Context: an optimization exercise on an open-source flow, tuned for small area. The choices shown serve that exercise and are no tape-out recipe. The RTL was checked by simulation tests, not by an equivalence proof against the original design. Power and IR drop assume default switching activity.

===== flow/design.v =====
`default_nettype none
package radar_pkg;
	localparam int unsigned frame_bits = 408;
	localparam logic [7:0] type_fixed = 8'd0;  
	localparam logic [7:0] type_chirp = 8'd1;  
	localparam logic [7:0] type_hop   = 8'd2;  
endpackage
`default_nettype wire
`timescale 1ns/1ps
`default_nettype none
module radar_ctrl_top #(
	parameter int unsigned sync_stages = 2,
	parameter int unsigned time_width = 64
) (
	input  logic                  clk,
	input  logic                  rst,
	input  logic                  sclk,
	input  logic                  cs,
	input  logic                  mosi,
	output logic [time_width-1:0] sys_time,
	output logic                  time_update,
	output logic                  busy,
	output logic                  pulse,
	output logic                  blank,
	output logic [47:0]           freq_word,
	output logic                  frame_error,
	output logic                  cmd_reject
);
	logic [1:0] sclk_sync;
	logic [1:0] cs_sync;
	logic [1:0] mosi_sync;
	logic sclk_d;
	logic cs_d;
	logic [8:0] bit_cnt;
	logic frame_valid;
	logic [408:0] sh;  
	logic shifted;  
	wire sclk_s = sclk_sync[1];
	wire cs_s = cs_sync[1];
	wire mosi_s = mosi_sync[1];
	wire sclk_rise = sclk_s & ~sclk_d;
	wire cs_rise = cs_s & ~cs_d;
	wire cs_fall = ~cs_s & cs_d;
	wire shift = sclk_rise & ~cs_s;
	always_ff @(posedge clk)
	begin
		if (rst)
		begin
			sclk_sync <= '0;
			cs_sync <= '1;
			mosi_sync <= '0;
			sclk_d <= 1'b0;
			cs_d <= 1'b1;
			bit_cnt <= '0;
			frame_valid <= 1'b0;
			frame_error <= 1'b0;
		end
		else
		begin
			sclk_sync <= {sclk_sync[0], sclk};
			cs_sync <= {cs_sync[0], cs};
			mosi_sync <= {mosi_sync[0], mosi};
			sclk_d <= sclk_s;
			cs_d <= cs_s;
			if (cs_fall)
				bit_cnt <= '0;
			else if (sclk_rise && !cs_s && bit_cnt != 9'd409)
				bit_cnt <= bit_cnt + 1'b1;
			frame_valid <= cs_rise && (bit_cnt == 9'd408);
			frame_error <= cs_rise && (bit_cnt != 9'd408);
		end
	end
	always_ff @(posedge clk)
	begin
		shifted <= shift;
		if (shift)
			sh <= {sh[407:0], mosi_s};
	end
	wire [63:0] f_ts = sh[215:152];
	wire [15:0] f_np = sh[151:136];
	wire [7:0]  f_pt = sh[135:128];
	wire [31:0] f_ti = sh[127:96];
	wire [31:0] f_tp = sh[95:64];
	wire [31:0] f_tb1 = sh[63:32];
	wire [31:0] f_tb2 = sh[31:0];
	logic [32:0] f_head;  
	logic [32:0] f_tail;  
	logic bad;
	always_comb
	begin
		f_head = {1'b0, f_ti} + {1'b0, f_tb2};
		f_tail = {1'b0, f_tp} - {1'b0, f_tb1};
		bad = (f_np == '0) || (f_ti == '0) || (f_ti == f_tp) ||
			f_tail[32] || (f_head > {1'b0, f_tail[31:0]}) ||
			(f_pt[7:2] != '0) || (f_pt[1:0] == 2'b11);
	end
	logic cmd_valid;
	always_ff @(posedge clk)
	begin
		if (rst)
		begin
			cmd_valid <= 1'b0;
			cmd_reject <= 1'b0;
		end
		else
		begin
			cmd_valid <= frame_valid && !bad;
			cmd_reject <= frame_valid && bad;
		end
	end
	logic [63:0] p_ts;
	logic [15:0] p_np;
	logic [31:0] p_ti;
	logic [31:0] p_tp;
	logic [31:0] p_head;
	logic [31:0] p_tail;
	logic [47:0] p_freq;
	logic [47:0] p_step;
	logic [31:0] p_rate;
	logic p_chirp;
	logic p_hop;
	always_ff @(posedge clk)
	begin
		if (frame_valid && !bad)
		begin
			p_ts <= f_ts;
			p_np <= f_np;
			p_ti <= f_ti;
			p_tp <= f_tp;
			p_head <= f_head[31:0];
			p_tail <= f_tail[31:0];
			p_freq <= sh[343:296];
			p_step <= sh[295:248];
			p_rate <= sh[247:216];
			p_chirp <= f_pt[0];
			p_hop <= f_pt[1];
		end
	end
	wire [63:0] preset = shifted ? sh[408:345] : sh[407:344];
	logic pending;
	logic applied;
	logic have_cmd;
	logic seq_busy;
	wire apply = !seq_busy && (cmd_valid || pending);
	always_ff @(posedge clk)
	begin
		if (rst)
		begin
			pending <= 1'b0;
			applied <= 1'b0;
			have_cmd <= 1'b0;
		end
		else
		begin
			applied <= apply;
			if (apply)
				have_cmd <= 1'b1;
			if (cmd_valid)
				pending <= seq_busy;
			else if (!seq_busy)
				pending <= 1'b0;
		end
	end
	logic [63:0] a_ts;  
	logic [15:0] a_np;  
	logic [31:0] a_ti;
	logic [31:0] a_tp;
	logic [31:0] a_head;
	logic [31:0] a_tail;
	logic [47:0] a_freq;
	logic [47:0] a_step;
	logic [31:0] a_rate;
	logic a_chirp;
	logic a_hop;
	logic [63:0] seq_time;
	logic seq_update;
	logic armed;
	logic running;
	logic seq_pulse;
	logic seq_bh;  
	logic seq_bt;  
	logic seq_start;
	logic [63:0] time_n;
	logic start_hit;
	logic last_slot;
	logic last_pulse;
	logic [31:0] phase_inc;
	always_comb
	begin
		time_n = cmd_valid ? preset : seq_time + 1'b1;
		start_hit = (armed || applied) && !running && (time_n == a_ts);
		phase_inc = a_ts[31:0] + 32'd1;
		last_slot = (phase_inc == a_tp);
		last_pulse = (a_np == 16'd1);
	end
	always_ff @(posedge clk)
	begin
		if (rst)
		begin
			seq_time <= '0;
			seq_update <= 1'b0;
			armed <= 1'b0;
			running <= 1'b0;
			seq_busy <= 1'b0;
			seq_pulse <= 1'b0;
			seq_bh <= 1'b0;
			seq_bt <= 1'b0;
			seq_start <= 1'b0;
		end
		else
		begin
			seq_time <= time_n;
			seq_update <= cmd_valid;
			if (start_hit)
			begin
				armed <= 1'b0;
				running <= 1'b1;
				seq_busy <= 1'b1;
				seq_pulse <= 1'b1;
				seq_bh <= 1'b1;
				seq_bt <= 1'b0;
				seq_start <= 1'b1;
			end
			else if (running)
			begin
				if (last_slot)
				begin
					running <= !last_pulse;
					seq_busy <= !last_pulse;
					seq_pulse <= !last_pulse;
					seq_bh <= !last_pulse;
					seq_bt <= 1'b0;
					seq_start <= !last_pulse;
				end
				else
				begin
					seq_pulse <= seq_pulse && (phase_inc != a_ti);
					seq_bh <= seq_bh && (phase_inc != a_head);
					seq_bt <= seq_bt || (phase_inc == a_tail);
					seq_start <= 1'b0;
				end
			end
			else
			begin
				if (applied)
					armed <= 1'b1;
				else if (cmd_valid)
					armed <= 1'b0;
				seq_busy <= applied || (armed && !cmd_valid);
				seq_pulse <= 1'b0;
				seq_bh <= 1'b0;
				seq_bt <= 1'b0;
				seq_start <= 1'b0;
			end
		end
	end
	logic started;
	wire [31:0] rate_cnt = a_ts[63:32];
	wire rate_hit = (rate_cnt == a_rate) || (a_rate == '0);
	wire [47:0] freq_sum = freq_word + a_step;
	always_ff @(posedge clk)
	begin
		if (rst || applied)
		begin
			freq_word <= '0;
			started <= 1'b0;
		end
		else if (seq_start)
		begin
			started <= 1'b1;
			freq_word <= (started && a_hop) ? freq_sum : a_freq;
		end
		else if (!started)
		begin
			if (have_cmd)
				freq_word <= a_freq;
		end
		else if (a_chirp)
		begin
			if (seq_pulse && rate_hit)
				freq_word <= freq_sum;
		end
		else if (!a_hop)
			freq_word <= a_freq;
	end
	always_ff @(posedge clk)
	begin
		if (apply)
		begin
			a_ti <= p_ti;
			a_tp <= p_tp;
			a_head <= p_head;
			a_tail <= p_tail;
			a_freq <= p_freq;
			a_step <= p_step;
			a_rate <= p_rate;
			a_chirp <= p_chirp;
			a_hop <= p_hop;
		end
		if (apply)
			a_np <= p_np;
		else if (running && last_slot)
			a_np <= a_np - 16'd1;
		if (start_hit)
			a_ts[31:0] <= '0;
		else if (running)
			a_ts[31:0] <= last_slot ? 32'd0 : phase_inc;
		else if (apply)
			a_ts[31:0] <= p_ts[31:0];
		if (apply)
			a_ts[63:32] <= p_ts[63:32];
		else if (!rst && !applied)
		begin
			if (seq_start)
				a_ts[63:32] <= 32'd1;
			else if (started && a_chirp && seq_pulse)
				a_ts[63:32] <= rate_hit ? 32'd1 : rate_cnt + 32'd1;
		end
	end
	always_ff @(posedge clk)
	begin
		if (rst)
		begin
			sys_time <= '0;
			time_update <= 1'b0;
			busy <= 1'b0;
			pulse <= 1'b0;
			blank <= 1'b0;
		end
		else
		begin
			sys_time <= seq_time;
			time_update <= seq_update;
			busy <= seq_busy;
			pulse <= seq_pulse;
			blank <= seq_bh || seq_bt;
		end
	end
endmodule
`default_nettype wire

===== flow/run.sh =====
#!/bin/bash
# synth_recipe.tcl (not shown) runs the flow's synth.tcl, then flattens the netlist and writes it again
# the make line also repeats each setting of config.mk as NAME=value (left out here)
make -C /OpenROAD-flow-scripts/flow DESIGN_CONFIG=/design/flow/config.mk WORK_HOME=/design/flow/orfs CLKGATE_MAP_FILE= SYNTH_SCRIPT=/design/flow/synth_recipe.tcl finish

===== flow/config.mk =====
export PLATFORM = sky130hd
export DESIGN_NAME = radar_ctrl_top
export DESIGN_NICKNAME = radar_ctrl_top
export VERILOG_FILES = /design/flow/design.v
export SDC_FILE = /design/flow/constraint.sdc
export NUM_CORES = 4
export LEC_CHECK = 0
export CAP_MARGIN = 20
export CORE_MARGIN = 2
export CORE_UTILIZATION = 40
export CTS_BUF_LIST = sky130_fd_sc_hd__clkbuf_4
export SLEW_MARGIN = 20

===== flow/constraint.sdc =====
create_clock -name core_clock -period 10.0 [get_ports {clk}]
set_input_delay 2.0000 -clock core_clock [delete_from_list [all_inputs] [get_ports {clk}]]
set_output_delay 2.0000 -clock core_clock [all_outputs]
set_load 0.01 [all_outputs]

==> impl_metrics.json, run 1 <==
{
  "status": "no timing/DRC/antenna violations",
  "via_count": 38440,
  "worstPathMaxFanout": 107,
  "drive_gt1_share_pct": 12.81,
  "power_leakage_nw": 19.65,
  "ios": 123,
  "fin_area_mm2": 0.06513,
  "io_buffers": 122,
  "grt_pass1_vias": 37790,
  "timing_hold_violations_final": 0,
  "core_mm2": 0.1431,
  "worst_slew_pin_slew_ps": 1085,
  "max_freq_mhz": 128.2,
  "grt_usage_pct": 22.17,
  "grt_pass1_wl_um": 243000,
  "cts_buffer_depth": 4,
  "end_kind": "register",
  "fin_nets": 5029,
  "worst_setup_path_start_kind": "register",
  "cts-resized-gates": 0,
  "gp_congestion": 0.9639,
  "cp-endpoint": "p_tail[1]$_DFFE_PP_",
  "period_share_pct": 77.98,
  "startpoint": "sh[97]$_DFFE_PP_",
  "drt_wl_total_um": 164000,
  "cts_root_buf": "clkbuf_4",
  "yosysTopAreaCell": "edfxtp_1",
  "drc": 0,
  "p_per_area_mw_per_mm2": 162.8,
  "dpl_cell_area_mm2": 0.06067,
  "cts_buffers": 351,
  "synth.top_cell.area_share_pct": 55.07,
  "clock_latency_ps": 1290,
  "synthTopCellsByCount": "edfxtp_1 (1053), xnor2_1 (317), nor2_1 (306), nand2_1 (292), dfxtp_1 (246)",
  "ant_nets": 0,
  "setup_viol": 0,
  "grt_max_degree": 166,
  "synthTopCellsByArea": "edfxtp_1 (55%), dfxtp_1 (8.6%), xnor2_1 (4.8%)",
  "netlist_area_mm2": 0.05742,
  "drtIter0Drc": 3455,
  "cts_tree": "yes",
  "r2r_cells": 23,
  "slew_viol_final": 0,
  "cts_hold_buf": 0,
  "avgViaCountPerCell": 5.460,
  "synth-seq-cells": 1299,
  "min_from": "p_freq[46]$_DFFE_PP_",
  "vdd_drop_max_v": 0.0001413,
  "synth_nets": 4723,
  "ys_warn_count": 1,
  "synthCells": 4564,
  "cts-htree-levels": 5,
  "post-place-ws_ps": 2241,
  "async_reset_ff_share_pct": 0,
  "reg2reg_slack_ps": 2200,
  "layout_min_cycle_time_ps": 7798,
  "rsz0062_at_grt": "false",
  "maxCapViolCount": 0,
  "gr-total-overflow": 0,
  "postCtsSetupBuffers": 0,
  "reg2reg_from": "sh[97]$_DFFE_PP_",
  "areaGrowthSynthToFinish_pct": 13.42,
  "synth_edf_count": 1053,
  "antenna_found_initial": 6,
  "cts.sinks": 1299,
  "synthDistinctLibCells": 89,
  "synth_ff_type": "edfxtp_1",
  "die-width_um": 382.9,
  "row_count": 139,
  "max_slew_margin_pct": 27.68,
  "yosysMostFrequentCell": "edfxtp_1",
  "path_clk_slew_ps": 60,
  "critical_path_class": "reg2reg",
  "initial_core_util_pct": 40.12,
  "timing.rr.end": "p_tail[1]$_DFFE_PP_",
  "dieArea_mm2": 0.1466,
  "postSynthAreaPerCell_um2": 12.58,
  "cp.arrival_ps": 8580,
  "fin_skew_ps": 124.7,
  "min_path_type": "reg2reg",
  "ys_seq_area_share_pct": 63.64,
  "dpl.hpwl_um": 115600,
  "wire_per_inst_um": 23.30,
  "dr.pass1.iters": 5,
  "setup_ws_ps": 2202,
  "dieHeight_um": 382.9,
  "cp.required_ps": 10780
}
kinds of logic after synthesis:
logic type,synth area share [%]
AND/OR/NAND/NOR,11.83
flip-flops,63.64
AO/OA/AOI/OAI,9.537
XOR/XNOR,7.557
buffers and inverters,2.456
adder cells (fa/ha/maj),3.395
multiplexers,1.580
area by class of cell:
type | count | area, um2
Antenna cell | 7 | 17.52
Tap cell | 1903 | 2381
Timing Repair Buffer | 177 | 1698
Sequential cell | 1299 | 36550
Clock buffer | 520 | 3904
Clock inverter | 93 | 530.5
Multi-Input combinational cell | 2904 | 19520
Fill cell | 13200 | 78000
Inverter | 137 | 521.8
how the worst min path moves through the flow:
stage / cells after the start / slack (ps) / endpoint
after CTS: 0 / 330 / a_freq[30]$_DFFE_PP_
after global routing: 0 / 330 / a_freq[30]$_DFFE_PP_
after floorplan: 0 / 390 / sh[0]$_DFFE_PP_
final: 0 / 350 / a_freq[46]$_DFFE_PP_
after detailed placement: 1 / 400 / cs_sync[1]$_SDFF_PP1_
after global placement: 1 / 400 / cs_sync[1]$_SDFF_PP1_
metal layers:
metal  global-route usage (%)  share of wire [%]  up-vias
li1                         -                  -    17870
met1                    31.30                 46    18890
met2                    33.85                 45     1412
met3                    4.030                5.7      271
met4                    8.661                3.4        0
met5                        0                  0        -
registers in the layout, indices dropped and copies added, names as in the netlist, 48 cells and up:
register	cells
a_freq	48
a_step	48
a_ts	64
freq_word	48
p_freq	48
p_step	48
p_ts	64
seq_time	64
sh	409
sys_time	64
cell usage in the layout (no fill, tap or decap), drive strengths merged, types with 151 or more instances in the layout:
master and n:
o21ai 221, ha 151, xnor2 317, nor2 306, a21oi 186, dfxtp 246, edfxtp 1053, xor2 168
nand2 292, clkbuf 520
report_power, final:
group	internal (mW)	total, mW	switching, mW
registers	5.77	5.78	0.0129
logic	0.0300	0.0933	0.0633
clock network	2.53	4.73	2.20
worst max-delay path, cell delays in order (launching register included):
cell	delay (ps)
edfxtp_1	500
ha_1	350
a211oi_1	310
nor4_1	140
o41ai_1	720
a211oi_1	240
a311o_1	470
a211o_1	390
nand4_1	140
nand3_1	80
a31oi_1	270
o21ai_0	150
xor2_1	170
ha_1	220
a2111oi_0	430
nand2_1	160
a211o_1	260
a221oi_1	240
o21ai_0	170
o2111ai_1	120
o211ai_1	120
a211oi_1	510
and2_4	610
buf_12	500
metrics by stage:
| stage | TNS, ps | utilization, % | std cells | hold WS (ps) | power [mW] |
|---|---|---|---|---|---|
| after floorplan | -491330 | - | 4564 | 385.5 | 5.960 |
| after detailed placement | 0 | 42.39 | 6420 | 398.6 | 5.993 |
| after CTS | 0 | 45.49 | 7033 | 331.9 | 10.76 |
| after global routing | 0 | 45.50 | 7038 | 331.3 | 11.04 |
| final | 0 | 45.50 | 7040 | 353.1 | 10.60 |
| after global placement | 0 | 42.39 | 6420 | 395.8 | 5.992 |
==> run 2, diff against run 1 <==
--- a/flow/config.mk
+++ b/flow/config.mk
@@ -8,5 +8,4 @@
 export CAP_MARGIN = 20
 export CORE_MARGIN = 2
 export CORE_UTILIZATION = 40
-export CTS_BUF_LIST = sky130_fd_sc_hd__clkbuf_4
 export SLEW_MARGIN = 20
==> run 2 against run 1 <==
Effect of this change:
- count of clock-buffer cells in the layout shrank 325
- first-iteration DRC count rose by 1.0%
- clock power is 11% higher
- clock skew decreased by 83 ps
- hold slack gained 46 ps
- critical path type unchanged
- die area is the same
==> impl_metrics.json, run 2 <==
{
  "final_cell_mix": "edfxtp_1 (1053), xnor2_1 (317), nor2_1 (305)",
  "vdd_drop_max_v": 0.0001829,
  "postCtsSetupBuffers": 0,
  "cp_common_cell": "a211oi_1",
  "areaGrowthSynthToFinish_pct": 13.89,
  "cts_buffer_depth": 3,
  "grt_pass1_vias": 35900,
  "synth.top_cell.area_share_pct": 55.07,
  "muxShareOfSynthArea_pct": 1.580,
  "cp_top_family": "compound AO/OA/AOI/OAI gates",
  "initial_core_util_pct": 40.12,
  "worst_hold_path.endpoint": "a_freq[9]$_DFFE_PP_",
  "cp.required_ps": 10400,
  "synth_fa_ha_area_share_pct": 3.395,
  "synth_top_family_by_area": "simple AND/OR/NAND/NOR gates",
  "yosysMostFrequentCell": "edfxtp_1",
  "cts-resized-gates": 0,
  "p_per_area_mw_per_mm2": 169.9,
  "row_count": 139,
  "min_from": "p_freq[9]$_DFFE_PP_",
  "max_slew_margin_pct": 12.52,
  "ys_warn_count": 1,
  "rsz0062_at_grt": "false",
  "period_share_pct": 78.21,
  "worstPathMaxFanout": 87,
  "ant_nets": 0,
  "drive_gt1_share_pct": 6.552,
  "timing.rr.end": "p_ts[43]$_DFFE_PP_",
  "async_reset_ff_share_pct": 0,
  "min_path_type": "reg2reg",
  "dpl.hpwl_um": 115600,
  "drc": 0,
  "path_clk_slew_ps": 60,
  "timing_hold_violations_final": 0,
  "critical_path_class": "reg2reg",
  "gr-total-overflow": 0,
  "synth_compound_area_share_pct": 9.537,
  "cp_cell_sequence": "ha_1, a211oi_1, nor4_1, o41ai_1, a211oi_1, a311o_1, a211o_1, nand4_1, nand3_1, a31oi_1, o21ai_0, xor2_1, ha_1, a2111oi_0, nand2_1, a211o_1, a221oi_1, o21ai_0, o2111ai_1, o211ai_1, a211oi_1, and2_4, buf_12",
  "power_mw": 11.11,
  "synthDistinctLibCells": 89,
  "antenna_found_initial": 4,
  "r2r_cells": 23,
  "clock_latency_ps": 780,
  "dr.max_layer_used": "met4",
  "yosysTopAreaCell": "edfxtp_1",
  "via_count": 37040,
  "end_kind": "register",
  "max_freq_mhz": 127.9,
  "synth-xor-area-share_pct": 7.557,
  "cp_slowest_cell": "o41ai_1",
  "cts-htree-levels": 4,
  "cts_buffers": 141,
  "status": "no timing/DRC/antenna violations",
  "wire_per_inst_um": 24.16,
  "yosys.area_share.simple_pct": 11.83,
  "postSynthAreaPerCell_um2": 12.58,
  "dieArea_mm2": 0.1466,
  "dr.pass1.iters": 6,
  "synthCells": 4564,
  "slew_viol_final": 0,
  "cts_hold_buf": 0,
  "worst_slew_pin_slew_ps": 1312,
  "wl_met2_um": 73350,
  "synth_edf_count": 1053,
  "io_buffers": 122,
  "largest_register": "sh",
  "reg2reg_from": "sh[97]$_DFFE_PP_",
  "synth-seq-cells": 1299,
  "die-width_um": 382.9,
  "maxCapViolCount": 0,
  "core_mm2": 0.1431,
  "cts_tree": "yes",
  "layout_min_cycle_time_ps": 7821,
  "holdPathStages": 0,
  "grt_max_degree": 166,
  "cts_root_buf": "clkbuf_16",
  "drtIter0Drc": 3490,
  "fillers": 12870,
  "fin_skew_ps": 42.19,
  "worst_setup_path_start_kind": "register",
  "synthTopCellsByArea": "edfxtp_1 (55%), dfxtp_1 (8.6%), xnor2_1 (4.8%)",
  "grt_usage_pct": 21.80,
  "avgViaCountPerCell": 5.543,
  "reg2reg_slack_ps": 2180,
  "fin_nets": 4819,
  "wl_met3_um": 8165,
  "cpPeakStageDelay_ps": 740,
  "grt_pass1_wl_um": 238500,
  "largest_reg_flops": 409,
  "cp.arrival_ps": 8220,
  "ios": 123,
  "synth_ff_type": "edfxtp_1",
  "netlist_area_mm2": 0.05742,
  "gp_congestion": 0.9639,
  "power_leakage_nw": 19.25,
  "worst-path-buf-inv": 1,
  "ys_seq_area_share_pct": 63.64,
  "cts.sinks": 1299,
  "dieHeight_um": 382.9,
  "synth_nets": 4723,
  "final_common_cell": "edfxtp_1",
  "synthTopCellsByCount": "edfxtp_1 (1053), xnor2_1 (317), nor2_1 (306), nand2_1 (292), dfxtp_1 (246)",
  "utilization_pct": 45.69,
  "setup_viol": 0,
  "wl_met1_um": 74900,
  "drt_wl_total_um": 161400
}
-- run 2: cell counts after synthesis --
Identical to the previous run, type by type.
-- run 2: kinds of logic (layout without fill, tap and decap cells) --
logic type,count (synthesis),in the layout
AND/OR/NAND/NOR,1327,1327
flip-flops,1299,1299
AO/OA/AOI/OAI,844,844
XOR/XNOR,489,489
buffers and inverters,361,574
adder cells (fa/ha/maj),154,154
multiplexers,90,90
other,0,1
-- run 2: per-stage QoR --
stage	hold slack (ps)	instance area, um2	setup slack (ps)	std cells	TNS, ps
6_report	399.2	65400	2179	6681	0
5_1_grt	416.6	65400	1619	6680	0
4_1_cts	396.6	65390	2192	6680	0
3_5_place_dp	398.6	60670	2241	6420	0
3_3_place_gp	395.8	60670	2459	6420	0
2_1_floorplan	385.5	57430	-2561	4564	-491330
-- run 2: metal layers --
layer / vias up / track usage (%)
met3: 237 / 3.039
li1: 17210 / -
met2: 1179 / 33.81
met4: 0 / 7.291
met1: 18410 / 31.44
met5: - / 0
-- run 2: area by class of cell --
type	instances	area [um2]	share of cell area (%)
diodes	1	2.502	0.003826
well taps	1903	2381	3.641
repair buffers	177	1698	2.596
multi-input cells	2904	19520	29.85
clock inverters	65	762.0	1.165
inverters	137	521.8	0.7978
flip-flops and latches	1299	36550	55.89
clock buffers	195	3958	6.051
-- run 2: worst max-delay path by stage --
stage,cells after the start,end,startpoint,slack (ps)
4_1_cts,23,p_freq[9]$_DFFE_PP_,sh[97]$_DFFE_PP_,2190
5_1_grt,23,p_tp[3]$_DFFE_PP_,sh[97]$_DFFE_PP_,1620
2_1_floorplan,4,bit_cnt[5]$_SDFFE_PP0P_,sclk_sync[1]$_SDFF_PP0_,-2560
3_5_place_dp,23,p_ti[0]$_DFFE_PP_,sh[97]$_DFFE_PP_,2240
3_3_place_gp,26,p_head[0]$_DFFE_PP_,sh[64]$_DFFE_PP_,2460
6_report,23,p_ts[43]$_DFFE_PP_,sh[97]$_DFFE_PP_,2180
-- run 2: report_power, final --
group          switching, mW  internal (mW)  total (mW)
Sequential            0.0129           5.77        5.79
Clock                   2.19           3.04        5.23
Combinational         0.0631         0.0300      0.0930
Total                   2.27           8.84        11.1
==> run 3, diff against run 2 <==
--- a/flow/design.v
+++ b/flow/design.v
@@ -8,6 +8,89 @@
 `default_nettype wire
 `timescale 1ns/1ps
 `default_nettype none
+module rc_cla #(
+	parameter int unsigned W = 32,
+	parameter int unsigned K = 8
+) (
+	input  logic [W-1:0] a,
+	input  logic [W-1:0] b,
+	input  logic         cin,
+	output logic [W-1:0] s,
+	output logic         cout
+);
+	localparam int unsigned NB = (W + K - 1) / K;
+	logic [W-1:0] p;
+	logic [W-1:0] g;
+	logic [W-1:0] gi;  
+	logic [W-1:0] pi;  
+	logic [NB:0] bc;  
+	always_comb
+	begin
+		p = a ^ b;
+		g = a & b;
+		for (int i = 0; i < W; i++)
+		begin
+			if (i % K == 0)
+			begin
+				gi[i] = g[i];
+				pi[i] = p[i];
+			end
+			else
+			begin
+				gi[i] = g[i] | (p[i] & gi[i-1]);
+				pi[i] = p[i] & pi[i-1];
+			end
+		end
+		bc[0] = cin;
+		for (int j = 0; j < NB; j++)
+		begin
+			if (j * K + K - 1 < W)
+				bc[j+1] = gi[j*K+K-1] | (pi[j*K+K-1] & bc[j]);
+			else
+				bc[j+1] = gi[W-1] | (pi[W-1] & bc[j]);
+		end
+		for (int i = 0; i < W; i++)
+		begin
+			if (i % K == 0)
+				s[i] = p[i] ^ bc[i/K];
+			else
+				s[i] = p[i] ^ (gi[i-1] | (pi[i-1] & bc[i/K]));
+		end
+		cout = bc[NB];
+	end
+endmodule
+module rc_inc #(
+	parameter int unsigned W = 32,
+	parameter int unsigned K = 8,
+	parameter bit down = 1'b0
+) (
+	input  logic [W-1:0] a,
+	output logic [W-1:0] s
+);
+	localparam int unsigned NG = (W + K - 1) / K;
+	logic [W-1:0] t;  
+	logic [W-1:0] c;
+	logic [NG:0] gc;
+	always_comb
+	begin
+		t = down ? ~a : a;
+		gc[0] = 1'b1;
+		for (int j = 0; j < NG; j++)
+		begin
+			gc[j+1] = gc[j];
+			for (int i = j * K; i < j * K + K && i < W; i++)
+				gc[j+1] = gc[j+1] & t[i];
+		end
+		for (int i = 0; i < W; i++)
+		begin
+			if (i % K == 0)
+				c[i] = gc[i/K];
+			else
+				c[i] = c[i-1] & t[i-1];
+		end
+		s = a ^ c;
+	end
+endmodule
 module radar_ctrl_top #(
 	parameter int unsigned sync_stages = 2,
 	parameter int unsigned time_width = 64
@@ -33,8 +116,9 @@
 	logic cs_d;
 	logic [8:0] bit_cnt;
 	logic frame_valid;
-	logic [408:0] sh;  
-	logic shifted;  
+	logic [407:0] sh;
+	logic late;  
+	logic late_bit;
 	wire sclk_s = sclk_sync[1];
 	wire cs_s = cs_sync[1];
 	wire mosi_s = mosi_sync[1];
@@ -64,7 +148,7 @@
 			cs_d <= cs_s;
 			if (cs_fall)
 				bit_cnt <= '0;
-			else if (sclk_rise && !cs_s && bit_cnt != 9'd409)
+			else if (shift && bit_cnt != 9'd409)
 				bit_cnt <= bit_cnt + 1'b1;
 			frame_valid <= cs_rise && (bit_cnt == 9'd408);
 			frame_error <= cs_rise && (bit_cnt != 9'd408);
@@ -72,9 +156,38 @@
 	end
 	always_ff @(posedge clk)
 	begin
-		shifted <= shift;
-		if (shift)
-			sh <= {sh[407:0], mosi_s};
+		late <= shift && frame_valid;
+		late_bit <= mosi_s;
+		if ((shift && !frame_valid) || late)
+			sh <= {sh[406:0], late ? late_bit : mosi_s};
+	end
+	logic ti_eq_tp;  
+	logic [2:0] span_st;  
+	localparam logic [2:0] span_pos = 3'd3;  
+	localparam logic [2:0] span_neg = 3'd4;  
+	wire in_tp = (bit_cnt >= 9'd312) && (bit_cnt <= 9'd343);
+	wire in_tb2 = (bit_cnt >= 9'd376) && (bit_cnt <= 9'd407);
+	logic [3:0] span_v;
+	always_comb
+	begin
+		span_v = {1'b0, (bit_cnt == 9'd376) ? 2'd0 : span_st[1:0], 1'b0} + {3'b000, sh[63]} -
+			{3'b000, sh[95]} - {3'b000, sh[31]} - {3'b000, mosi_s};
+	end
+	always_ff @(posedge clk)
+	begin
+		if (shift && in_tp)
+			ti_eq_tp <= (bit_cnt == 9'd312 || ti_eq_tp) && (mosi_s == sh[31]);
+		if (shift && in_tb2)
+		begin
+			if (bit_cnt != 9'd376 && (span_st == span_pos || span_st == span_neg))
+				span_st <= span_st;
+			else if (span_v[3])
+				span_st <= span_neg;
+			else if (span_v[2:0] >= 3'd3)
+				span_st <= span_pos;
+			else
+				span_st <= {1'b0, span_v[1:0]};
+		end
 	end
 	wire [63:0] f_ts = sh[215:152];
 	wire [15:0] f_np = sh[151:136];
@@ -83,17 +196,18 @@
 	wire [31:0] f_tp = sh[95:64];
 	wire [31:0] f_tb1 = sh[63:32];
 	wire [31:0] f_tb2 = sh[31:0];
-	logic [32:0] f_head;  
-	logic [32:0] f_tail;  
-	logic bad;
-	always_comb
-	begin
-		f_head = {1'b0, f_ti} + {1'b0, f_tb2};
-		f_tail = {1'b0, f_tp} - {1'b0, f_tb1};
-		bad = (f_np == '0) || (f_ti == '0) || (f_ti == f_tp) ||
-			f_tail[32] || (f_head > {1'b0, f_tail[31:0]}) ||
-			(f_pt[7:2] != '0) || (f_pt[1:0] == 2'b11);
-	end
+	logic [31:0] f_head;  
+	logic [31:0] f_tail;  
+	logic unused_c0;
+	logic unused_c1;
+	rc_cla #(.W(32), .K(8)) head_add (
+		.a(f_ti), .b(f_tb2), .cin(1'b0), .s(f_head), .cout(unused_c0)
+	);
+	rc_cla #(.W(32), .K(8)) tail_sub (
+		.a(f_tp), .b(~f_tb1), .cin(1'b1), .s(f_tail), .cout(unused_c1)
+	);
+	wire bad = (f_np == '0) || (f_ti == '0) || ti_eq_tp || (span_st == span_neg) ||
+		(f_pt[7:2] != '0) || (f_pt[1:0] == 2'b11);
 	logic cmd_valid;
 	always_ff @(posedge clk)
 	begin
@@ -127,8 +241,8 @@
 			p_np <= f_np;
 			p_ti <= f_ti;
 			p_tp <= f_tp;
-			p_head <= f_head[31:0];
-			p_tail <= f_tail[31:0];
+			p_head <= f_head;
+			p_tail <= f_tail;
 			p_freq <= sh[343:296];
 			p_step <= sh[295:248];
 			p_rate <= sh[247:216];
@@ -136,7 +250,7 @@
 			p_hop <= f_pt[1];
 		end
 	end
-	wire [63:0] preset = shifted ? sh[408:345] : sh[407:344];
+	wire [63:0] preset = sh[407:344];
 	logic pending;
 	logic applied;
 	logic have_cmd;
@@ -180,16 +294,20 @@
 	logic seq_bh;  
 	logic seq_bt;  
 	logic seq_start;
+	logic [63:0] time_inc;
 	logic [63:0] time_n;
 	logic start_hit;
 	logic last_slot;
 	logic last_pulse;
 	logic [31:0] phase_inc;
+	logic [15:0] np_dec;
+	rc_inc #(.W(64), .K(8)) time_inc_i (.a(seq_time), .s(time_inc));
+	rc_inc #(.W(32), .K(8)) phase_inc_i (.a(a_ts[31:0]), .s(phase_inc));
+	rc_inc #(.W(16), .K(8), .down(1'b1)) np_dec_i (.a(a_np), .s(np_dec));
 	always_comb
 	begin
-		time_n = cmd_valid ? preset : seq_time + 1'b1;
+		time_n = cmd_valid ? preset : time_inc;
 		start_hit = (armed || applied) && !running && (time_n == a_ts);
-		phase_inc = a_ts[31:0] + 32'd1;
 		last_slot = (phase_inc == a_tp);
 		last_pulse = (a_np == 16'd1);
 	end
@@ -255,9 +373,15 @@
 		end
 	end
 	logic started;
-	wire [31:0] rate_cnt = a_ts[63:32];
-	wire rate_hit = (rate_cnt == a_rate) || (a_rate == '0);
-	wire [47:0] freq_sum = freq_word + a_step;
+	wire [31:0] rate_left = a_ts[63:32];
+	wire rate_hit = (rate_left[31:1] == '0);
+	logic [31:0] rate_dec;
+	logic [47:0] freq_sum;
+	logic unused_c2;
+	rc_inc #(.W(32), .K(8), .down(1'b1)) rate_dec_i (.a(rate_left), .s(rate_dec));
+	rc_cla #(.W(48), .K(12)) freq_add (
+		.a(freq_word), .b(a_step), .cin(1'b0), .s(freq_sum), .cout(unused_c2)
+	);
 	always_ff @(posedge clk)
 	begin
 		if (rst || applied)
@@ -300,7 +424,7 @@
 		if (apply)
 			a_np <= p_np;
 		else if (running && last_slot)
-			a_np <= a_np - 16'd1;
+			a_np <= np_dec;
 		if (start_hit)
 			a_ts[31:0] <= '0;
 		else if (running)
@@ -311,10 +435,10 @@
 			a_ts[63:32] <= p_ts[63:32];
 		else if (!rst && !applied)
 		begin
-			if (seq_start)
-				a_ts[63:32] <= 32'd1;
+			if (seq_start || (started && a_chirp && seq_pulse && rate_hit))
+				a_ts[63:32] <= a_rate;
 			else if (started && a_chirp && seq_pulse)
-				a_ts[63:32] <= rate_hit ? 32'd1 : rate_cnt + 32'd1;
+				a_ts[63:32] <= rate_dec;
 		end
 	end
 	always_ff @(posedge clk)
==> run 3 against run 2 <==
Effect of this change:
- largest cell class unchanged
- final area fell by 9.9%
- maximum frequency shrank 33%
- non-clock buffer count is 8 lower
- sequential share of layout area up 6.3 points
- the layout now fails its checks (setup timing)
- global-route usage down 5.7 points
- synthesized cell count is 29% lower
- critical endpoint is now a_ts[14]$_SDFFE_PP0P_
==> impl_metrics.json, run 3 <==
{
  "status": "finished with violations",
  "so_faults": "setup timing",
  "cp.required_ps": 10630,
  "areaGrowthSynthToFinish_pct": 17.12,
  "yosysMostFrequentCell": "edfxtp_1",
  "cts_hold_buf": 0,
  "gr-total-overflow": 0,
  "synth.top_cell.area_share_pct": 63.03,
  "drc": 0,
  "cpPeakStageDelay_ps": 520,
  "final_cell_mix": "edfxtp_1 (1056), dfxtp_1 (243), nor2_1 (220)",
  "synthCells": 3261,
  "antenna_found_initial": 1,
  "worst_setup_path_start_kind": "register",
  "setup_viol": 43,
  "dr.pass1.iters": 5,
  "power_mw": 11.03,
  "netlist_area_mm2": 0.05031,
  "max_freq_mhz": 85.78,
  "reg2reg_slack_ps": -1660,
  "grt_max_degree": 161,
  "seq_area_mm2": 0.03667,
  "ios": 123,
  "drive_gt1_share_pct": 10.28,
  "ys_seq_area_share_pct": 72.86,
  "synthTopCellsByArea": "edfxtp_1 (63%), dfxtp_1 (9.8%), ha_1 (5.8%)",
  "critical_path_class": "reg2reg",
  "final_common_cell": "edfxtp_1",
  "synth_nets": 3530,
  "max_slew_margin_pct": 26.21,
  "core_mm2": 0.1252,
  "async_reset_ff_share_pct": 0,
  "cts_buffers": 137,
  "synth_ff_type": "edfxtp_1",
  "cp.arrival_ps": 12280,
  "postSynthAreaPerCell_um2": 15.43,
  "wire_per_inst_um": 19.78,
  "worstPathMaxFanout": 19,
  "synthTopCellsByCount": "edfxtp_1 (1056), dfxtp_1 (247), ha_1 (235), nor2_1 (221), xnor2_1 (183)",
  "cp_slowest_cell": "or4_4",
  "dieHeight_um": 358.7,
  "maxCapViolCount": 0,
  "ant_nets": 0,
  "yosysTopAreaCell": "edfxtp_1",
  "row_count": 130,
  "dieArea_mm2": 0.1286,
  "slew_viol_final": 0,
  "cts_tree": "yes",
  "largest_register": "sh",
  "worst_slew_pin_slew_ps": 1107,
  "drt_wl_total_um": 103100,
  "cts-htree-levels": 4,
  "avgViaCountPerCell": 4.941,
  "via_count": 25750,
  "dpl.hpwl_um": 67100,
  "grt_pass1_wl_um": 156400,
  "largest_reg_flops": 408,
  "ys_warn_count": 7,
  "finalSetupTns_ps": -65060,
  "grt_usage_pct": 16.11,
  "min_path_type": "reg2reg",
  "vdd_drop_max_v": 0.0001436,
  "path_clk_slew_ps": 60,
  "io_buffers": 122,
  "layout_min_cycle_time_ps": 11660,
  "drtIter0Drc": 2128,
  "diodes": 0,
  "synth-seq-cells": 1303,
  "timing_hold_violations_final": 0,
  "cts_buffer_depth": 3,
  "cp_common_cell": "ha_4",
  "setup_ws_ps": -1658,
  "fin_skew_ps": 29.87,
  "gp_congestion": 0.8438,
  "p_per_area_mw_per_mm2": 187.2,
  "grt_pass1_vias": 25760,
  "rsz0062_at_grt": "true",
  "initial_core_util_pct": 40.17,
  "clock_latency_ps": 760,
  "die-width_um": 358.7,
  "power_leakage_nw": 18.75,
  "post-place-ws_ps": -1836,
  "end_kind": "register",
  "period_share_pct": 116.6,
  "fin_nets": 3717,
  "synth_edf_count": 1056,
  "synthDistinctLibCells": 79,
  "cts_root_buf": "clkbuf_16",
  "cts.sinks": 1303,
  "multi_input_area_mm2": 0.01355,
  "fillers": 10680
}
## run 3: per-layer routing
layer / global-route usage (%) / vias to the layer above / wire, um
met2: 25.04 / 549 / 47160
met5: 0 / - / 0
li1: - / 12380 / -
met3: 3.315 / 160 / 5137
met4: 5.592 / 0 / 2905
met1: 22.50 / 12660 / 47900
## run 3: what timing repair did
action | in CTS | in global routing
endpoints found under the setup margin | 43 | 44
resized for setup | 6 | 8
buffers inserted | 2 | 1
gates cloned | 1 | 0
pin swaps | 3 | 0
## run 3: layout make-up
class                   count  area share (%)
flip-flops and latches   1303           62.22
inverters                 117          0.7581
well taps                1650           3.504
clock inverters            65           1.108
clock buffers             187           6.595
multi-input cells        1720           23.00
repair buffers            169           2.811
## run 3: path summary, 6_finish.rpt
check | start | to | cells past startpoint
worst min-delay path | p_tail[31]$_DFFE_PP_ | a_tail[31]$_DFFE_PP_ | 0
worst max-delay path | seq_time[1]$_SDFF_PP0_ | a_ts[14]$_SDFFE_PP0P_ | 70
worst min register to register | p_tail[31]$_DFFE_PP_ | a_tail[31]$_DFFE_PP_ | 0
worst max register to register | seq_time[1]$_SDFF_PP0_ | a_ts[14]$_SDFFE_PP0P_ | 70
## run 3: kinds of logic (layout without fill, tap and decap cells)
| logic type | Yosys count | in the layout | synth area share (%) |
|---|---|---|---|
| flops | 1303 | 1303 | 72.86 |
| xor+xnor | 256 | 256 | 4.457 |
| buf+inv | 238 | 538 | 1.940 |
| simple gates | 685 | 685 | 6.663 |
| mux | 98 | 98 | 2.032 |
| fa+ha+maj | 264 | 264 | 6.998 |
| compound gates | 417 | 417 | 5.053 |
## run 3: power breakdown
| part | total, mW | switching [mW] | internal (mW) | leakage, nW |
|---|---|---|---|---|
| clock | 5.10 | 2.08 | 3.02 | 2.22 |
| sequential | 5.81 | 0.0151 | 5.79 | 10.2 |
| combinational | 0.122 | 0.0770 | 0.0448 | 6.34 |
## run 3: through the flow
step | utilization (%) | cells | cell area [um2] | hold slack, ps
finish | 47.05 | 5211 | 58920 | 403.1
global route | 47.05 | 5211 | 58920 | 415.8
CTS | 47.01 | 5210 | 58880 | 403.4
detailed placement | 43.34 | 4955 | 54280 | 404.5
global placement | 43.34 | 4955 | 54280 | 400.1
floorplan | - | 3261 | 51100 | 389.5
## run 3: worst max-delay path, delay by kind of cell (launching register included)
family	cells	cell delay, ps
DFF	1	330
and+or+nand+nor	5	1060
muxes	1	160
buffers and inverters	1	200
xor gates and xnor gates	1	140
adders and majority gates	62	9530
==> run 4, diff against run 3 <==
--- a/flow/design.v
+++ b/flow/design.v
@@ -70,17 +70,20 @@
 	localparam int unsigned NG = (W + K - 1) / K;
 	logic [W-1:0] t;  
 	logic [W-1:0] c;
+	logic [NG-1:0] ga;  
 	logic [NG:0] gc;
 	always_comb
 	begin
 		t = down ? ~a : a;
-		gc[0] = 1'b1;
 		for (int j = 0; j < NG; j++)
 		begin
-			gc[j+1] = gc[j];
+			ga[j] = 1'b1;
 			for (int i = j * K; i < j * K + K && i < W; i++)
-				gc[j+1] = gc[j+1] & t[i];
+				ga[j] = ga[j] & t[i];
 		end
+		gc[0] = 1'b1;
+		for (int j = 0; j < NG; j++)
+			gc[j+1] = gc[j] & ga[j];
 		for (int i = 0; i < W; i++)
 		begin
 			if (i % K == 0)
==> run 4 against run 3 <==
Effect of this change:
- now clean on timing, DRC and antenna
- synthesized cell count rose by 1.2%
- combinational power rose to 5.5 times the previous value
- maximum frequency rose by 53%
- setup slack improved by 4100 ps
- die area rose by 0.15%
- largest cell class unchanged
==> impl_metrics.json, run 4 <==
{
  "status": "no timing/DRC/antenna violations",
  "synth.top_cell.area_share_pct": 62.93,
  "ant_nets": 0,
  "seq_area_mm2": 0.03666,
  "synth_edf_count": 1056,
  "rsz0062_at_grt": "false",
  "drtIter0Drc": 1998,
  "wire_per_inst_um": 19.83,
  "grt_pass1_wl_um": 158500,
  "synthTopCellsByCount": "edfxtp_1 (1056), nor2_1 (279), dfxtp_1 (247), ha_1 (225), nand2_1 (163)",
  "path_clk_slew_ps": 60,
  "multi_input_area_mm2": 0.01285,
  "reg2reg_from": "a_step[0]$_DFFE_PP_",
  "r2r_cells": 23,
  "postCtsSetupBuffers": 0,
  "startpoint": "a_step[0]$_DFFE_PP_",
  "period_share_pct": 75.96,
  "antenna_found_initial": 1,
  "dieArea_mm2": 0.1288,
  "critical_path_class": "reg2reg",
  "final_cell_mix": "edfxtp_1 (1056), nor2_1 (277), dfxtp_1 (245)",
  "p_per_area_mw_per_mm2": 200.0,
  "async_reset_ff_share_pct": 0,
  "drt_wl_total_um": 103700,
  "cts_tree": "yes",
  "p_int_mw": 8.976,
  "cpPeakStageDelay_ps": 440,
  "synth_ff_type": "edfxtp_1",
  "fin_nets": 3730,
  "ys_seq_area_share_pct": 72.75,
  "cp_cell_sequence": "ha_1, fa_1, fa_1, fa_1, fa_1, fa_1, fa_1, fa_1, fa_1, fa_1, fa_1, fa_1, a211oi_1, o21a_1, o211a_1, o21ai_0, a21boi_0, inv_1, fa_1, xnor2_1, o21ai_0, mux2i_1, nor2_1",
  "dieHeight_um": 358.9,
  "min_path_type": "reg2reg",
  "worst_slew_pin_slew_ps": 1042,
  "cts_root_buf": "clkbuf_16",
  "fillers": 10810,
  "synthTopCellsByArea": "edfxtp_1 (63%), dfxtp_1 (9.8%), ha_1 (5.6%)",
  "clock_latency_ps": 750,
  "drive_gt1_share_pct": 7.231,
  "die-width_um": 358.9,
  "ios": 123,
  "dr.pass1.iters": 5,
  "netlist_area_mm2": 0.05039,
  "setup_viol": 0,
  "reg2reg_slack_ps": 2400,
  "cts_buffers": 138,
  "cts-resized-gates": 0,
  "max_slew_margin_pct": 30.51,
  "cts_hold_buf": 0,
  "synth_nets": 3558,
  "via_count": 26150,
  "combPwrFrac_pct": 5.7,
  "largest_reg_flops": 408,
  "worst-path-stages": 23,
  "ys_warn_count": 7,
  "gp_congestion": 0.8729,
  "fin_skew_ps": 27.50,
  "vdd_drop_max_v": 0.0001800,
  "end_kind": "register",
  "worstPathMaxFanout": 5,
  "cts_buffer_depth": 3,
  "io_buffers": 122,
  "power_mw": 11.59,
  "largest_register": "sh",
  "final_common_cell": "edfxtp_1",
  "avgViaCountPerCell": 4.997,
  "synth-seq-cells": 1303,
  "slew_viol_final": 0,
  "synthDistinctLibCells": 71,
  "cp_top_family": "adder cells",
  "setup_ws_ps": 2404,
  "grt_pass1_vias": 25980,
  "cp.arrival_ps": 8200,
  "maxCapViolCount": 0,
  "yosysMostFrequentCell": "edfxtp_1",
  "timing.rr.end": "freq_word[37]$_SDFFE_PN0P_",
  "worst_setup_path_start_kind": "register",
  "power_leakage_nw": 18.95,
  "initial_core_util_pct": 40.23,
  "drc": 0,
  "max_freq_mhz": 131.6,
  "timing_hold_violations_final": 0,
  "row_count": 130,
  "p_switching_mw": 2.615,
  "pwr-share-clk_pct": 43.2,
  "cts-htree-levels": 4,
  "cp_slowest_cell": "fa_1",
  "post-place-ws_ps": 2376,
  "gr-total-overflow": 0,
  "grt_max_degree": 157,
  "whs_ps": 404.6,
  "cp_common_cell": "fa_1",
  "cp.required_ps": 10600,
  "core_mm2": 0.1252,
  "grt_usage_pct": 16.03,
  "cts.sinks": 1303,
  "dpl.hpwl_um": 68930,
  "yosysTopAreaCell": "edfxtp_1",
  "cp-endpoint": "freq_word[37]$_SDFFE_PN0P_",
  "layout_min_cycle_time_ps": 7596,
  "power_frac_seq_pct": 51.1,
  "synthCells": 3299,
  "worst-path-buf-inv": 1,
  "areaGrowthSynthToFinish_pct": 15.03,
  "p_sw_share_pct": 22.56,
  "postSynthAreaPerCell_um2": 15.27,
  "finalSetupTns_ps": 0
}
-- run 4: changes by cell type after synthesis, moves of 30 or more --
cell and change:
o22a_1 +30, nor2_1 +58, o21ai_0 -32, nand2_1 +32, xor2_1 +59
-- run 4: layout make-up --
cell class,instances,share of cell area [%]
timing repair buffer,150,2.500
tap,1650,3.562
clock inverter,79,1.332
sequential,1303,63.25
clock buffer,172,6.375
antenna,1,0.004317
multi-input combinational,1755,22.17
inverter,123,0.8095
-- run 4: worst min path at each step --
stage	from	endpoint	slack, ps	cells past startpoint
after floorplan	cs_sync[0]$_SDFF_PP1_	cs_sync[1]$_SDFF_PP1_	390	1
after global placement	cs_sync[0]$_SDFF_PP1_	cs_sync[1]$_SDFF_PP1_	400	1
after detailed placement	cs_sync[0]$_SDFF_PP1_	cs_sync[1]$_SDFF_PP1_	400	1
after CTS	p_ti[25]$_DFFE_PP_	a_ti[25]$_DFFE_PP_	400	0
after global routing	p_rate[0]$_DFFE_PP_	a_rate[0]$_DFFE_PP_	410	0
final	p_rate[14]$_DFFE_PP_	a_rate[14]$_DFFE_PP_	400	0
-- run 4: power groups by stage --
stage	Combinational, mW	Sequential, mW	Clock [mW]
final	0.666	5.92	5.01
after global routing	0.715	5.92	5.37
after CTS	0.669	5.92	5.15
after detailed placement	0.665	6.04	0
after global placement	0.657	6.03	0
after floorplan	0.443	6.00	0
-- run 4: through the flow --
stage	cell area (um2)	utilization (%)	std cells
after floorplan	50400	-	3299
after global placement	53490	42.71	4981
after detailed placement	53490	42.71	4981
after CTS	57950	46.27	5232
after global routing	57960	46.28	5232
final	57960	46.28	5233
-- run 4: kinds of logic after synthesis --
kind of cell	count (synthesis)	synth area share, %
DFF	1303	72.75
and+or+nand+nor	736	6.925
AOI/OAI and AO/OA	390	4.996
xor gates and xnor gates	286	4.971
adders and majority gates	254	6.739
buffers and inverters	241	1.850
muxes	89	1.773
-- run 4: worst reg2reg max path, delay by kind of cell, from the launching register on --
| family | cells | cell delay [ps] |
|---|---|---|
| mux | 1 | 170 |
| xor+xnor | 1 | 150 |
| compound gates | 6 | 1560 |
| fa+ha+maj | 13 | 5040 |
| simple gates | 1 | 50 |
| buf+inv | 1 | 130 |
| flops | 1 | 360 |
-- run 4: metal layers --
metal  track usage [%]  wire length [um]  part of all wire, %
met1             22.83             49010                   47
met2             25.06             47620                   46
met3             2.908              4660                  4.5
met4             4.840              2463                  2.4
met5                 0                 0                    0
==> run 5, diff against run 4 <==
--- a/flow/config.mk
+++ b/flow/config.mk
@@ -8,4 +8,6 @@
 export CAP_MARGIN = 20
 export CORE_MARGIN = 2
 export CORE_UTILIZATION = 40
+export CTS_CLUSTER_DIAMETER = 100
+export CTS_CLUSTER_SIZE = 28
 export SLEW_MARGIN = 20
==> run 5 against run 4 <==
Effect of this change:
- still clean on timing, DRC and antenna
- count of clock-buffer cells in the layout is 79 lower
- flip-flop and latch count stayed put
- first-iteration DRC count is 0.95% lower
- critical path type unchanged
==> impl_metrics.json, run 5 <==
{
  "cpPeakStageDelay_ps": 450,
  "end_kind": "register",
  "yosysTopAreaCell": "edfxtp_1",
  "drtIter0Drc": 1979,
  "synth_edf_count": 1056,
  "cts.sinks": 1303,
  "period_share_pct": 76.05,
  "max_slew_margin_pct": 29.64,
  "cts_buffer_depth": 3,
  "initial_core_util_pct": 40.23,
  "worst_setup_path_start_kind": "register",
  "cts_tree": "yes",
  "layout_min_cycle_time_ps": 7605,
  "whs_ps": 392.6,
  "synth_nets": 3558,
  "final_common_cell": "edfxtp_1",
  "largest_reg_flops": 408,
  "status": "no timing/DRC/antenna violations",
  "gr-usage-met1_pct": 22.79,
  "largest_register": "sh",
  "synth-seq-cells": 1303,
  "max_freq_mhz": 131.5,
  "postCtsSetupBuffers": 0,
  "clock_latency_ps": 710,
  "cts-resized-gates": 0,
  "worstPathMaxFanout": 5,
  "min_from": "p_ti[31]$_DFFE_PP_",
  "dp.cells": 4981,
  "path_clk_slew_ps": 120,
  "wire_per_inst_um": 20.02,
  "synthTopCellsByCount": "edfxtp_1 (1056), nor2_1 (279), dfxtp_1 (247), ha_1 (225), nand2_1 (163)",
  "antenna_found_initial": 1,
  "drive_gt1_share_pct": 3.495,
  "netlist_area_mm2": 0.05039,
  "cts_hold_buf": 0,
  "fin_area_mm2": 0.05518,
  "via_count": 25400,
  "cp.arrival_ps": 8180,
  "gp_congestion": 0.8729,
  "maxCapViolCount": 0,
  "yosysMostFrequentCell": "edfxtp_1",
  "seq_area_mm2": 0.03666,
  "synth.top_cell.area_share_pct": 62.93,
  "final_cell_mix": "edfxtp_1 (1056), nor2_1 (277), dfxtp_1 (245)",
  "layoutNonFillerInstCount": 5086,
  "dpl.hpwl_um": 68930,
  "cts-htree-levels": 2,
  "dieArea_mm2": 0.1288,
  "grt_usage_pct": 15.50,
  "fin_skew_ps": 47.36,
  "multi_input_area_mm2": 0.01285,
  "io_buffers": 122,
  "use_met3_pct": 1.959,
  "power_leakage_nw": 17.58,
  "cts_buffers": 55,
  "finalSetupTns_ps": 0,
  "grt_use_met2_pct": 24.70,
  "die-width_um": 358.9,
  "min_path_type": "reg2reg",
  "async_reset_ff_share_pct": 0,
  "critical_path_class": "reg2reg",
  "ios": 123,
  "cp_common_cell": "fa_1",
  "grt_pass1_vias": 24940,
  "fillers": 11030,
  "areaGrowthSynthToFinish_pct": 9.513,
  "setup_viol": 0,
  "ys_seq_area_share_pct": 72.75,
  "grt_max_degree": 157,
  "worst-path-buf-inv": 1,
  "dpl_cell_area_mm2": 0.05349,
  "utilization_pct": 44.06,
  "cp_top_family": "adder cells",
  "ant_nets": 0,
  "synth_ff_type": "edfxtp_1",
  "p_per_area_mw_per_mm2": 169.3,
  "row_count": 130,
  "gr-total-overflow": 0,
  "drc": 0,
  "cts_root_buf": "clkbuf_16",
  "fin_nets": 3647,
  "grt_busiest_layer": "met2",
  "dr.pass1.iters": 5,
  "avgViaCountPerCell": 4.995,
  "drt_wl_total_um": 101800,
  "reg2reg_from": "a_step[0]$_DFFE_PP_",
  "cp.required_ps": 10570,
  "ys_warn_count": 7,
  "slew_viol_final": 0,
  "synthTopCellsByArea": "edfxtp_1 (63%), dfxtp_1 (9.8%), ha_1 (5.6%)",
  "synthCells": 3299,
  "grt_pass1_wl_um": 154700,
  "core_mm2": 0.1252,
  "dieHeight_um": 358.9,
  "vdd_drop_max_v": 0.0001249,
  "worst_slew_pin_slew_ps": 1055,
  "timing_hold_violations_final": 0,
  "synthDistinctLibCells": 71,
  "startpoint": "a_step[0]$_DFFE_PP_",
  "cp_slowest_cell": "fa_1",
  "postSynthAreaPerCell_um2": 15.27,
  "cp_cell_sequence": "ha_1, fa_1, fa_1, fa_1, fa_1, fa_1, fa_1, fa_1, fa_1, fa_1, fa_1, fa_1, a211oi_1, o21a_1, o211a_1, o21ai_0, a21boi_0, inv_1, fa_1, xnor2_1, o21ai_0, mux2i_1, nor2_1",
  "rsz0062_at_grt": "false"
}
run 5: changes by cell type in the layout (fill, tap and decap cells not counted), moves of 3 or more:
cell        delta
clkinv_1      -22
clkbuf_16     -86
clkinv_2      -21
clkbuf_8       -5
clkinv_8       -4
inv_6          -4
bufinv_16      -9
clkinvlp_4     -6
clkinv_4       -3
clkbuf_1      +12
run 5: final cells by class:
type,instances,share of cell area (%)
multi-input combinational,1755,23.28
clock buffer,93,2.753
timing repair buffer,150,2.626
antenna,3,0.01360
sequential,1303,66.44
clock inverter,9,0.2970
tap,1650,3.741
inverter,123,0.8503
run 5: worst register-to-register path, stage by stage (launching register included):
cell      delay (ps)
edfxtp_1         380
ha_1             200
fa_1             390
fa_1             410
fa_1             390
fa_1             390
fa_1             400
fa_1             400
fa_1             400
fa_1             400
fa_1             420
fa_1             390
fa_1             450
a211oi_1         300
o21a_1           270
o211a_1          340
o21ai_0          130
a21boi_0         420
inv_1            130
fa_1             410
xnor2_1          150
o21ai_0          100
mux2i_1          170
nor2_1            50
run 5: worst paths after layout:
check	to	slack, ps	cells past startpoint
max	freq_word[37]$_SDFFE_PN0P_	2390	23
min	a_ti[31]$_DFFE_PP_	390	0
max reg2reg	freq_word[37]$_SDFFE_PN0P_	2390	23
min reg2reg	a_ti[31]$_DFFE_PP_	390	0
run 5: routing by layer:
layer	vias up	routed length, um
met1	12630	49010
met4	0	2035
li1	12210	-
met2	469	46750
met3	95	4034
met5	-	0
run 5: logic make-up after synthesis:
group | count (synthesis) | synth area share (%)
AOI/OAI and AO/OA | 390 | 4.996
xor gates and xnor gates | 286 | 4.971
adders and majority gates | 254 | 6.739
buffers and inverters | 241 | 1.850
DFF | 1303 | 72.75
muxes | 89 | 1.773
and+or+nand+nor | 736 | 6.925
run 5: per-stage QoR:
| stage | power [mW] | setup slack, ps |
|---|---|---|
| floorplan | 6.443 | 431.9 |
| global placement | 6.691 | 2497 |
| detailed placement | 6.701 | 2376 |
| CTS | 9.445 | 2315 |
| global route | 9.680 | 1997 |
| finish | 9.340 | 2395 |
run 5: report_power, final:
group	internal [mW]	switching [mW]	leakage (nW)	total, mW
Combinational	0.253	0.413	6.59	0.666
Sequential	5.83	0.0833	10.2	5.91
Clock	1.08	1.68	0.796	2.76
==> run 6, diff against run 5 <==
--- a/flow/config.mk
+++ b/flow/config.mk
@@ -7,7 +7,8 @@
 export LEC_CHECK = 0
 export CAP_MARGIN = 20
 export CORE_MARGIN = 2
-export CORE_UTILIZATION = 40
+export CORE_UTILIZATION = 60
 export CTS_CLUSTER_DIAMETER = 100
 export CTS_CLUSTER_SIZE = 28
+export PLACE_DENSITY = 0.7
 export SLEW_MARGIN = 20
==> run 6 against run 5 <==
Effect of this change:
- still clean on timing, DRC and antenna
- sequential share of layout area up 1.1 points
- global-route usage is 7.3 points higher
- synthesized area unchanged
- synthesized cell count unchanged
- routed wire length down 4.0%
- critical path depth unchanged
==> impl_metrics.json, run 6 <==
{
  "fin_nets": 3637,
  "reg2reg_slack_ps": 2390,
  "dpl_cell_area_mm2": 0.05274,
  "p_per_area_mw_per_mm2": 169.0,
  "avgViaCountPerCell": 5.707,
  "cts_root_buf": "clkbuf_16",
  "postCtsSetupBuffers": 0,
  "timing_hold_violations_final": 0,
  "min_path_type": "reg2reg",
  "slew_viol_final": 0,
  "cts_tree": "yes",
  "die-width_um": 293.8,
  "grt_usage_pct": 22.76,
  "antenna_found_initial": 0,
  "synth_nets": 3558,
  "row_count": 106,
  "cts.sinks": 1303,
  "cts-htree-levels": 2,
  "synthTopCellsByArea": "edfxtp_1 (63%), dfxtp_1 (9.8%), ha_1 (5.6%)",
  "grt_pass1_vias": 25780,
  "period_share_pct": 76.06,
  "synth.top_cell.area_share_pct": 62.93,
  "worstPathMaxFanout": 5,
  "io_buffers": 122,
  "yosysTopAreaCell": "edfxtp_1",
  "cp_common_cell": "fa_1",
  "final_common_cell": "edfxtp_1",
  "ys_warn_count": 7,
  "via_count": 25690,
  "synth_edf_count": 1056,
  "cp.arrival_ps": 8120,
  "min_from": "p_rate[24]$_DFFE_PP_",
  "cp_cell_sequence": "ha_1, fa_1, fa_1, fa_1, fa_1, fa_1, fa_1, fa_1, fa_1, fa_1, fa_1, fa_1, a211oi_1, o21a_1, o211a_1, o21ai_0, a21boi_0, inv_1, fa_1, xnor2_1, o21ai_0, mux2i_1, nor2_1",
  "layout_min_cycle_time_ps": 7606,
  "synthCells": 3299,
  "power_mw": 9.171,
  "max_slew_margin_pct": 26.77,
  "diodes": 0,
  "power_leakage_nw": 17.48,
  "final_cell_mix": "edfxtp_1 (1056), nor2_1 (278), dfxtp_1 (245)",
  "worst_setup_path_start_kind": "register",
  "fin_skew_ps": 41.70,
  "drt_wl_total_um": 97750,
  "dpl.hpwl_um": 67400,
  "wire_per_inst_um": 21.72,
  "synthTopCellsByCount": "edfxtp_1 (1056), nor2_1 (279), dfxtp_1 (247), ha_1 (225), nand2_1 (163)",
  "clock_latency_ps": 660,
  "path_clk_slew_ps": 110,
  "maxCapViolCount": 0,
  "largest_reg_flops": 408,
  "cpPeakStageDelay_ps": 460,
  "cts_hold_buf": 0,
  "worst-path-buf-inv": 1,
  "drtIter0Drc": 1958,
  "areaGrowthSynthToFinish_pct": 7.713,
  "reg2reg_from": "a_step[0]$_DFFE_PP_",
  "yosysMostFrequentCell": "edfxtp_1",
  "dieArea_mm2": 0.08632,
  "end_kind": "register",
  "ios": 123,
  "critical_path_class": "reg2reg",
  "grt_max_degree": 199,
  "cts-resized-gates": 0,
  "synth-seq-cells": 1303,
  "netlist_area_mm2": 0.05039,
  "postSynthAreaPerCell_um2": 15.27,
  "core_mm2": 0.08342,
  "setup_viol": 0,
  "finalSetupTns_ps": 0,
  "gr-total-overflow": 0,
  "max_freq_mhz": 131.5,
  "cts_buffer_depth": 3,
  "worst_slew_pin_slew_ps": 1098,
  "cp_slowest_cell": "fa_1",
  "ys_seq_area_share_pct": 72.75,
  "drc": 0,
  "dr.pass1.iters": 5,
  "gp_congestion": 0.9079,
  "startpoint": "a_step[0]$_DFFE_PP_",
  "largest_register": "sh",
  "dieHeight_um": 293.8,
  "vdd_drop_max_v": 0.0001429,
  "rsz0062_at_grt": "false",
  "fin_area_mm2": 0.05427,
  "cp.required_ps": 10520,
  "cts_buffers": 52,
  "cp_top_family": "adder cells",
  "initial_core_util_pct": 60.40,
  "drive_gt1_share_pct": 3.040,
  "async_reset_ff_share_pct": 0,
  "grt_pass1_wl_um": 150100,
  "ant_nets": 0,
  "status": "no timing/DRC/antenna violations",
  "synthDistinctLibCells": 71,
  "synth_ff_type": "edfxtp_1"
}
## run 6: path summary, 6_finish.rpt
kind	endpoint	cells after the start
max	freq_word[37]$_SDFFE_PN0P_	23
min	a_rate[24]$_DFFE_PP_	0
max reg2reg	freq_word[37]$_SDFFE_PN0P_	23
min reg2reg	a_rate[24]$_DFFE_PP_	0
## run 6: cell families (layout without fill, tap and decap cells)
logic type	count (synthesis)	count (layout)	share of synthesized area, %
flops	1303	1303	72.75
buf+inv	241	363	1.850
compound gates	390	390	4.996
xor+xnor	286	286	4.971
fa+ha+maj	254	254	6.739
mux	89	89	1.773
simple gates	736	736	6.925
## run 6: cell type report
class	instances	area, um2
Sequential cell	1303	36660
Fill cell	5802	29150
Multi-Input combinational cell	1755	12840
Clock buffer	95	1505
Timing Repair Buffer	143	1418
Tap cell	1080	1351
Inverter	123	469.2
Clock inverter	2	32.53
## run 6: where the power goes
group	switching [mW]	leakage (nW)	total (mW)	internal (mW)
Sequential	0.0988	10.2	5.93	5.83
Clock	1.56	0.728	2.59	1.04
Combinational	0.403	6.55	0.650	0.247
Total	2.06	17.5	9.17	7.11
## run 6: worst register-to-register path: cells and delay by family, from the launching register on
| family | cells | cell delay, ps |
|---|---|---|
| fa+ha+maj | 13 | 5010 |
| compound gates | 6 | 1570 |
| simple gates | 1 | 70 |
| buf+inv | 1 | 110 |
| mux | 1 | 180 |
| flops | 1 | 380 |
| xor+xnor | 1 | 170 |
## run 6: routing by layer
| metal | global-route usage [%] | share of wire (%) |
|---|---|---|
| met1 | 31.98 | 44 |
| met2 | 37.90 | 49 |
| met3 | 2.787 | 4.3 |
| met4 | 6.346 | 2.7 |
| met5 | 0 | 0 |
## run 6: metrics by stage
stage | instances | hold slack [ps] | setup slack, ps | util [%]
after global placement | 4404 | 400.6 | 2406 | 63.22
after CTS | 4501 | 420.4 | 2395 | 65.06
after global routing | 4501 | 422.8 | 1956 | 65.06
after floorplan | 3299 | 389.5 | 431.9 | -
after detailed placement | 4404 | 404.0 | 2433 | 63.22
final | 4501 | 412.3 | 2394 | 65.06

==> afterwards: timing with drivers on the ports <==
No port has a modelled driver above. Below, the same layouts with a new extraction and two added sets of constraints.
Step 1 (the two cells are an assumption about what drives the block):
set clk [get_ports {clk}]
set_driving_cell -lib_cell sky130_fd_sc_hd__clkbuf_16 $clk
set_driving_cell -lib_cell sky130_fd_sc_hd__buf_2 [delete_from_list [all_inputs] $clk]
Step 2 adds t to the input delays and takes it off the output delays; t is the mean of the earliest and latest rising clock arrival at the registers after step 1. Input paths then give back, and output paths get back, about the clock's delay inside the block.
a / b / c = no drivers / after step 1 / after step 2; a / b = the first two.
run	shift t [ns]	slack for setup (ns)	latest minus earliest clock arrival (ns)	worst slew at a driven data input, ns
run 1	1.296	2.202 / 2.202 / 2.202	0.154 / 0.153	0.10
run 2	0.830	2.179 / 2.179 / 2.179	0.046 / 0.046	0.09
run 3	0.811	-1.658 / -1.658 / -1.658	0.030 / 0.029	0.11
run 4	0.807	2.404 / 2.404 / 2.404	0.031 / 0.031	0.10
run 5	0.759	2.395 / 2.395 / 2.395	0.059 / 0.058	0.11
run 6	0.703	2.394 / 2.394 / 2.394	0.050 / 0.050	0.06
